This is an optimization exercise on Yosys and OpenROAD, whose aim is small area, a short achievable clock period and few clock cycles, not a production implementation. Only simulation tests tie the RTL to the original design; equivalence was not proved. Power and IR drop assume default switching activity.

File: design/flow/design.v
`default_nettype none
package pb_mcast_pkg;
  localparam int unsigned ADDR_W  = 48;
  localparam int unsigned USER_W  = 8;
  localparam int unsigned SEL_W   = 6;
  localparam int unsigned COORD_W = 6;
  typedef struct packed {
    logic [SEL_W-1:0] offset;
    logic [SEL_W-1:0] len;
  } mask_sel_t;
  typedef struct packed {
    logic [ADDR_W-1:0] addr;
    mask_sel_t         sel_x;
    mask_sel_t         sel_y;
    logic [USER_W-1:0] user;
  } mcast_req_t;
  typedef struct packed {
    logic [ADDR_W-1:0]  addr;
    logic [COORD_W-1:0] x;
    logic [COORD_W-1:0] y;
  } mcast_beat_t;
  typedef enum logic [1:0] {
    ST_IDLE      = 2'd0,
    ST_SCAN      = 2'd1,
    ST_HOLD_SCAN = 2'd2,
    ST_EMIT      = 2'd3
  } state_e;
  function automatic logic [ADDR_W-1:0] low_ones(input logic [SEL_W-1:0] len);
    logic [ADDR_W-1:0] r;
    if ({26'd0, len} >= ADDR_W) r = '1;
    else                    r = ({{(ADDR_W-1){1'b0}}, 1'b1} << len) - {{(ADDR_W-1){1'b0}}, 1'b1};
    low_ones = r;
  endfunction
  function automatic logic [ADDR_W-1:0] field_mask(input mask_sel_t sel);
    field_mask = low_ones(sel.len) << sel.offset;
  endfunction
  function automatic logic [ADDR_W-1:0] field_extract(input logic [ADDR_W-1:0] addr,
                                                      input mask_sel_t         sel);
    field_extract = (addr >> sel.offset) & low_ones(sel.len);
  endfunction
endpackage
`default_nettype wire
`default_nettype none
module pb_mcast_subset_iter #(
  parameter int unsigned Width = 48
) (
  input  logic             clk_i,
  input  logic             rst_i,
  input  logic             load_i,
  input  logic [Width-1:0] mask_i,
  input  logic             advance_i,
  output logic             act_o,
  output logic [Width-1:0] s_o,
  output logic [Width-1:0] mask_o,
  output logic             last_o
);
  logic             act_q;
  logic [Width-1:0] s_q;
  logic [Width-1:0] m_q;
  logic [Width-1:0] s_next;
  assign s_next = ((s_q | ~m_q) + {{(Width-1){1'b0}}, 1'b1}) & m_q;
  assign last_o = (s_next == '0);
  assign act_o  = act_q;
  assign s_o    = s_q;
  assign mask_o = m_q;
  always_ff @(posedge clk_i) begin
    if (rst_i) begin
      act_q <= 1'b0;
      s_q   <= '0;
      m_q   <= '0;
    end else if (load_i) begin
      act_q <= 1'b1;
      s_q   <= '0;
      m_q   <= mask_i;
    end else if (advance_i && act_q) begin
      if (last_o) act_q <= 1'b0;
      else        s_q   <= s_next;
    end
  end
endmodule
`default_nettype wire
`default_nettype none
module pb_mcast_unroller #(
  parameter int unsigned AddrWidth  = pb_mcast_pkg::ADDR_W,
  parameter int unsigned UserWidth  = pb_mcast_pkg::USER_W,
  parameter int unsigned SelWidth   = pb_mcast_pkg::SEL_W,
  parameter int unsigned MeshDimX   = 4,
  parameter int unsigned MeshDimY   = 4,
  parameter int unsigned CoordWidth = pb_mcast_pkg::COORD_W
) (
  input  logic                  clk_i,
  input  logic                  rst_i,
  input  logic                  in_valid_i,
  output logic                  in_ready_o,
  input  logic [AddrWidth-1:0]  in_addr_i,
  input  logic [AddrWidth-1:0]  in_mask_i,
  input  logic [2*SelWidth-1:0] in_sel_x_i,
  input  logic [2*SelWidth-1:0] in_sel_y_i,
  input  logic [UserWidth-1:0]  in_user_i,
  output logic                  out_valid_o,
  input  logic                  out_ready_i,
  output logic [AddrWidth-1:0]  out_addr_o,
  output logic [CoordWidth-1:0] out_x_o,
  output logic [CoordWidth-1:0] out_y_o,
  output logic [UserWidth-1:0]  out_user_o,
  output logic                  out_last_o,
  output logic                  busy_o,
  output logic                  err_o
);
  localparam logic [AddrWidth-1:0] MESH_X = MeshDimX;
  localparam logic [AddrWidth-1:0] MESH_Y = MeshDimY;
  pb_mcast_pkg::state_e      state_q, state_d;
  pb_mcast_pkg::mcast_req_t  req_q;
  pb_mcast_pkg::mcast_beat_t hold_q;       
  pb_mcast_pkg::mcast_beat_t nxt_q;        
  pb_mcast_pkg::mcast_beat_t cand_beat;
  logic        last_q, last_d;
  logic        err_q, err_d;
  logic                 it_load, it_adv, it_act, it_last;
  logic [AddrWidth-1:0] it_s, it_m;
  logic [AddrWidth-1:0] in_field_m;
  logic [AddrWidth-1:0] cand_addr, cand_x, cand_y;
  logic                 cand_in;
  logic                 out_fire;
  logic                 hold_ld_cand, hold_ld_nxt, nxt_ld, skip;
  assign in_field_m = in_mask_i & (pb_mcast_pkg::field_mask(in_sel_x_i) |
                                   pb_mcast_pkg::field_mask(in_sel_y_i));
  pb_mcast_subset_iter #(
    .Width (AddrWidth)
  ) u_iter (
    .clk_i     (clk_i),
    .rst_i     (rst_i),
    .load_i    (it_load),
    .mask_i    (in_field_m),
    .advance_i (it_adv),
    .act_o     (it_act),
    .s_o       (it_s),
    .mask_o    (it_m),
    .last_o    (it_last)
  );
  always_comb begin
    cand_addr      = (req_q.addr & ~it_m) | it_s;
    cand_x         = pb_mcast_pkg::field_extract(cand_addr, req_q.sel_x);
    cand_y         = pb_mcast_pkg::field_extract(cand_addr, req_q.sel_y);
    cand_in        = it_act && (cand_x < MESH_X) && (cand_y < MESH_Y);
    cand_beat.addr = cand_addr;
    cand_beat.x    = cand_x[CoordWidth-1:0];
    cand_beat.y    = cand_y[CoordWidth-1:0];
  end
  assign out_fire = (state_q == pb_mcast_pkg::ST_EMIT) && out_ready_i;
  always_ff @(posedge clk_i) begin
    if (rst_i) state_q <= pb_mcast_pkg::ST_IDLE;
    else       state_q <= state_d;
  end
  always_comb begin
    state_d      = state_q;
    last_d       = last_q;
    err_d        = 1'b0;
    it_load      = 1'b0;
    it_adv       = 1'b0;
    hold_ld_cand = 1'b0;
    hold_ld_nxt  = 1'b0;
    nxt_ld       = 1'b0;
    skip         = 1'b0;
    case (state_q)
      pb_mcast_pkg::ST_IDLE: begin
        if (in_valid_i) begin
          it_load = 1'b1;
          state_d = pb_mcast_pkg::ST_SCAN;
        end
      end
      pb_mcast_pkg::ST_SCAN: begin
        it_adv = 1'b1;
        if (cand_in) begin
          hold_ld_cand = 1'b1;
          if (it_last) begin
            last_d  = 1'b1;
            state_d = pb_mcast_pkg::ST_EMIT;
          end else begin
            state_d = pb_mcast_pkg::ST_HOLD_SCAN;
          end
        end else begin
          skip = 1'b1;
          if (it_last) begin
            err_d   = 1'b1;
            state_d = pb_mcast_pkg::ST_IDLE;
          end
        end
      end
      pb_mcast_pkg::ST_HOLD_SCAN: begin
        it_adv = 1'b1;
        if (cand_in) begin
          nxt_ld  = 1'b1;
          last_d  = 1'b0;
          state_d = pb_mcast_pkg::ST_EMIT;
        end else begin
          skip = 1'b1;
          if (it_last) begin
            last_d  = 1'b1;
            state_d = pb_mcast_pkg::ST_EMIT;
          end
        end
      end
      pb_mcast_pkg::ST_EMIT: begin
        if (last_q) begin
          if (out_fire) state_d = pb_mcast_pkg::ST_IDLE;
        end else if (out_fire) begin
          hold_ld_nxt = 1'b1;
          if (!it_act) begin
            last_d = 1'b1;
          end else if (cand_in) begin
            nxt_ld = 1'b1;
            it_adv = 1'b1;
          end else begin
            it_adv = 1'b1;
            skip   = 1'b1;
            if (it_last) last_d  = 1'b1;
            else         state_d = pb_mcast_pkg::ST_HOLD_SCAN;
          end
        end else if (it_act && !cand_in) begin
          it_adv = 1'b1;
          skip   = 1'b1;
        end
      end
      default: state_d = pb_mcast_pkg::ST_IDLE;
    endcase
  end
  always_comb begin
    in_ready_o  = (state_q == pb_mcast_pkg::ST_IDLE);
    busy_o      = (state_q != pb_mcast_pkg::ST_IDLE);
    out_valid_o = (state_q == pb_mcast_pkg::ST_EMIT);
    out_last_o  = (state_q == pb_mcast_pkg::ST_EMIT) && last_q;
    out_addr_o  = hold_q.addr;
    out_x_o     = hold_q.x;
    out_y_o     = hold_q.y;
    out_user_o  = req_q.user;
    err_o       = err_q;
  end
  always_ff @(posedge clk_i) begin
    if (rst_i) begin
      req_q  <= '0;
      hold_q <= '0;
      nxt_q  <= '0;
      last_q <= 1'b0;
      err_q  <= 1'b0;
    end else begin
      if (it_load) begin
        req_q.addr  <= in_addr_i;
        req_q.sel_x <= in_sel_x_i;
        req_q.sel_y <= in_sel_y_i;
        req_q.user  <= in_user_i;
      end
      if (hold_ld_cand)     hold_q <= cand_beat;
      else if (hold_ld_nxt) hold_q <= nxt_q;
      if (nxt_ld) nxt_q <= cand_beat;
      last_q <= last_d;
      err_q  <= err_d;
    end
  end
endmodule
`default_nettype wire
File: design/flow/run.sh
#!/bin/bash
# synth_recipe.tcl (not shown) runs the flow's synth.tcl, then flattens the netlist and writes it again
# the make line also repeats each setting of config.mk as NAME=value (left out here)
make -C /OpenROAD-flow-scripts/flow DESIGN_CONFIG=/design/flow/config.mk WORK_HOME=/design/flow/orfs CLKGATE_MAP_FILE= SYNTH_SCRIPT=/design/flow/synth_recipe.tcl finish
File: design/flow/config.mk
export PLATFORM = sky130hd
export DESIGN_NAME = pb_mcast_unroller
export DESIGN_NICKNAME = pb_mcast_unroller
export VERILOG_FILES = /design/flow/design.v
export SDC_FILE = /design/flow/constraint.sdc
export NUM_CORES = 4
export LEC_CHECK = 0
export CAP_MARGIN = 20
export CORE_MARGIN = 2
export CORE_UTILIZATION = 40
export SLEW_MARGIN = 20
File: design/flow/constraint.sdc
create_clock -name core_clock -period 7.0 [get_ports {clk_i}]
set_input_delay 1.4000 -clock core_clock [delete_from_list [all_inputs] [get_ports {clk_i}]]
set_output_delay 1.4000 -clock core_clock [all_outputs]
set_load 0.01 [all_outputs]
==> impl_metrics.toml <==
[status]
status = "timing/DRC/antenna clean"

[sta]
fin_worst_skew_ns = 0.0416
setup_violations = 0
fin_setup_tns_ns = 0
tightest_slew_ns = 1.10
report.final.slew_viol_count = 0
fmax_ghz = 0.154
max-slew-margin-rel_pct = 26.1
rsz0062_at_grt = "no"
period_needed_ns = 6.49
fin_crit_sh_pct = 92.7
finalHoldViolations = 0

[yosys]
synth_fp_nets = 4595
yosys_most_used_dff = "dfxtp_1"
ys_seq_area_share_pct = 18.9
synth_edf_count = 0
syn-cell-area_mm2 = 0.0318
ys_types = 108
synth_area_leaders = "dfxtp_1 (19%), nor2_1 (6.2%), mux2i_1 (6.1%), nand2_1 (5.7%), mux4_2 (4.6%)"
synth_top_area_share_pct = 18.9
yosysWarningCount = 2
async_reset_ff_share_pct = 0
synth_seq_cells = 301
yosysTopAreaCell = "dfxtp_1"
syn_area_per_cell_um2 = 7.15
syn_inst = 4454

[final_layout]
drive_gt1_share_pct = 9.76
nets = 4518
n_fill_cell = 8220
multi_input_area_mm2 = 0.0235
area_growth_pct = 11.9
seqCellArea_mm2 = 0.00604

[pwr]
clockPowerShare_pct = 22.6
seqPwrFrac_pct = 22.6
swShare_pct = 48.5
total_power_uw = 8790
pwr_density_cell_mw_per_mm2 = 247
leakage_uw = 0.0128
vdd_ir_drop_max_v = 0.000174
intPower_uw = 4530
p_sw_uw = 4270
power_frac_comb_pct = 54.8

[placement]
io_buffers = 204
hpwl_um = 124000
routabilityCongestion = 1.11

[clock_network]
clk_pin_slew_worst_paths_ns = 0.06
numCtsBuffers = 38
cts_root_buf = "clkbuf_16"
ctsHtreeMaxLevel = 2
post_cts_resized = 0
cts_hold_buf = 0
numClockSinks = 301
insertion_delay_ns = 0.61
cts_setup_buffers = 0
cts_tree = "yes"
clockBufferDepth = 3

[route]
ant_nets = 0
dr.pass1.iters = 18
vias_per_cell = 6.94
drc_errors = 0
wire_per_inst_um = 29.8
drtIter0Drc = 6342
drt-total-wl_um = 163000
num_vias = 37900

[min_path]
worst_hold_path_type = "reg -> reg"

[floorplan]
core_mm2 = 0.0789
die_y_um = 286
design.die.area_mm2 = 0.0818
fp-row-count = 103
initial_core_util_pct = 40.4
die_w_um = 286
io_pins = 205

[setup_path]
critPathArrivalTime_ns = 6.96
required_ns = 7.47
path_class = "reg -> reg"
path_max_fanout = 74
end_kind = "flip-flop"
startpoint_type = "flip-flop"

[global_routing]
grt_pass1_wl_um = 235000
track_usage_pct = 38.0
overflow = 0
grt_max_degree = 149
first_global_vias = 34400
antenna_found_initial = 6

[job]
max_cap_violations = 0
synth_stat cells, types with 29 or more instances:
cell / n
nor2_1: 524
nand2_1: 485
dfxtp_1: 301
clkbuf_1: 283
a21oi_1: 258
o21ai_0: 248
mux2i_1: 195
a211oi_1: 119
inv_1: 113
nand3_1: 110
nand2b_1: 104
o22ai_1: 103
nor3_1: 97
a22o_1: 91
buf_2: 75
nor2b_1: 75
mux2_2: 71
mux4_2: 65
a311oi_1: 57
buf_1: 57
o211ai_1: 55
a32oi_1: 51
a21o_1: 47
and2_1: 46
a31oi_1: 43
a32o_1: 38
nor4_1: 36
o32ai_1: 36
or2_2: 32
a221oi_1: 31
a22oi_1: 31
o31ai_1: 30
or3_1: 29
xnor2_1: 29
flip-flops by register name, summed over array words and instances, names as in the netlist:
name and flops:
u_iter.m_q 48, err_q 1, u_iter.s_q 48, hold_q 60, state_q 2, last_q 1
u_iter.act_q 1, nxt_q 60, req_q 80
layout by cell type (no fill, tap or decap), types with 38 or more instances in the layout:
cell type	instances
a211oi_1	119
a21o_1	47
a21oi_1	257
a22o_1	91
a311oi_1	57
a31oi_1	43
a32o_1	38
a32oi_1	51
and2_1	45
buf_4	117
clkbuf_16	38
clkdlybuf4s50_1	199
dfxtp_1	294
inv_1	112
mux2_2	71
mux2i_1	195
mux4_2	65
nand2_1	483
nand2b_1	103
nand3_1	110
nor2_1	522
nor2b_1	75
nor3_1	97
o211ai_1	55
o21ai_0	248
o22ai_1	103
layer usage:
metal | vias up | global-route usage [%] | routed length (um) | share of wire [%]
met1 | 18000 | 49.6 | 63400 | 39
met4 | 6 | 23.1 | 12000 | 7.4
met3 | 547 | 8.44 | 17900 | 11
li1 | 16700 | - | - | -
met5 | - | 0 | 36 | 0.022
met2 | 2604 | 56.9 | 69200 | 43
worst max-delay path, cell delays in order, from the launching register on:
cell       delay (ns)
dfxtp_1          0.44
nor3_1           0.59
nand2_1          0.26
ha_1             0.42
buf_4            0.25
or4b_2           0.27
o21ai_0          0.12
nor2_1           0.26
a21oi_1          0.10
a211oi_1         0.30
o211ai_1         0.15
a2111oi_0        0.64
a41oi_1          0.33
or4_1            0.80
buf_4            0.27
o41ai_4          0.35
buf_12           0.34
nor2_1           0.15
a221o_1          0.32
power by group through the flow:
stage                     combinational, uW  sequential [uW]  clock (uW)
after floorplan                        3000             1900           0
final                                  4820             1980        1990
after CTS                              4580             1970        2000
after global routing                   4980             1990        2070
after detailed placement               4570             2010           0
after global placement                 4590             2010           0
worst paths after layout:
kind | startpoint | to | slack (ns) | depth (start not counted)
worst max-delay path | req_q[10] | u_iter.s_q[14] | 0.51 | 18
worst min-delay path | nxt_q[3] | hold_q[3] | 0.45 | 2
worst max register to register | req_q[10] | u_iter.s_q[14] | 0.51 | 18
worst min register to register | nxt_q[3] | hold_q[3] | 0.45 | 2
final cells by class:
type                            instances  share of cell area [%]
Multi-Input combinational cell       3584                    66.0
Antenna cell                            3                  0.0211
Clock inverter                         19                   0.460
Inverter                              125                    1.32
Sequential cell                       301                    17.0
Tap cell                             1050                    3.69
Timing Repair Buffer                  327                    8.51
Clock buffer                           50                    2.99
through the flow:
step	utilization, %	setup slack (ns)	area [um^2]	instances	hold slack, ns
after floorplan	-	1.83	31800	4454	0.427
after global placement	43.6	0.685	34400	5387	0.442
after detailed placement	43.6	0.796	34400	5387	0.441
after CTS	45.1	0.791	35600	5456	0.447
after global routing	45.1	0.264	35600	5456	0.467
final	45.1	0.508	35600	5459	0.447
logic make-up after synthesis:
| logic type | share of synthesized area (%) |
|---|---|
| and+or+nand+nor | 24.7 |
| AOI/OAI and AO/OA | 34.3 |
| buffers and inverters | 7.40 |
| muxes | 13.3 |
| DFF | 18.9 |
| xor gates and xnor gates | 0.963 |
| adders and majority gates | 0.385 |
Testbench counts, summed over its fixed seeds: cycles 33,658.

[static timing again, ports no longer ideal]
The flow's constraints put no driver on any port. The routed layout listed below was extracted and timed again, unchanged, in two steps.
Step 1: set_driving_cell puts a clkbuf_16 on clk_i and a buf_2 on each other input, an assumption about the parent block.
Step 2 times the ports against the registers' clock, not the clock port: input delays grow and output delays shrink by t, the midpoint of the rising clock arrivals with the driver on.
Slacks: ideal ports / drivers / drivers and shift; pairs: ideal ports / drivers.
t, ns: 0.657
setup slack, ns: 0.508 / 0.508 / 0.508
slew at the worst register clock pin (ns): 0.08 / 0.08
After both steps this run still meets setup and hold. The setup slack of this run moves by 0.000 ns with the drivers and by 0.000 ns with both steps.
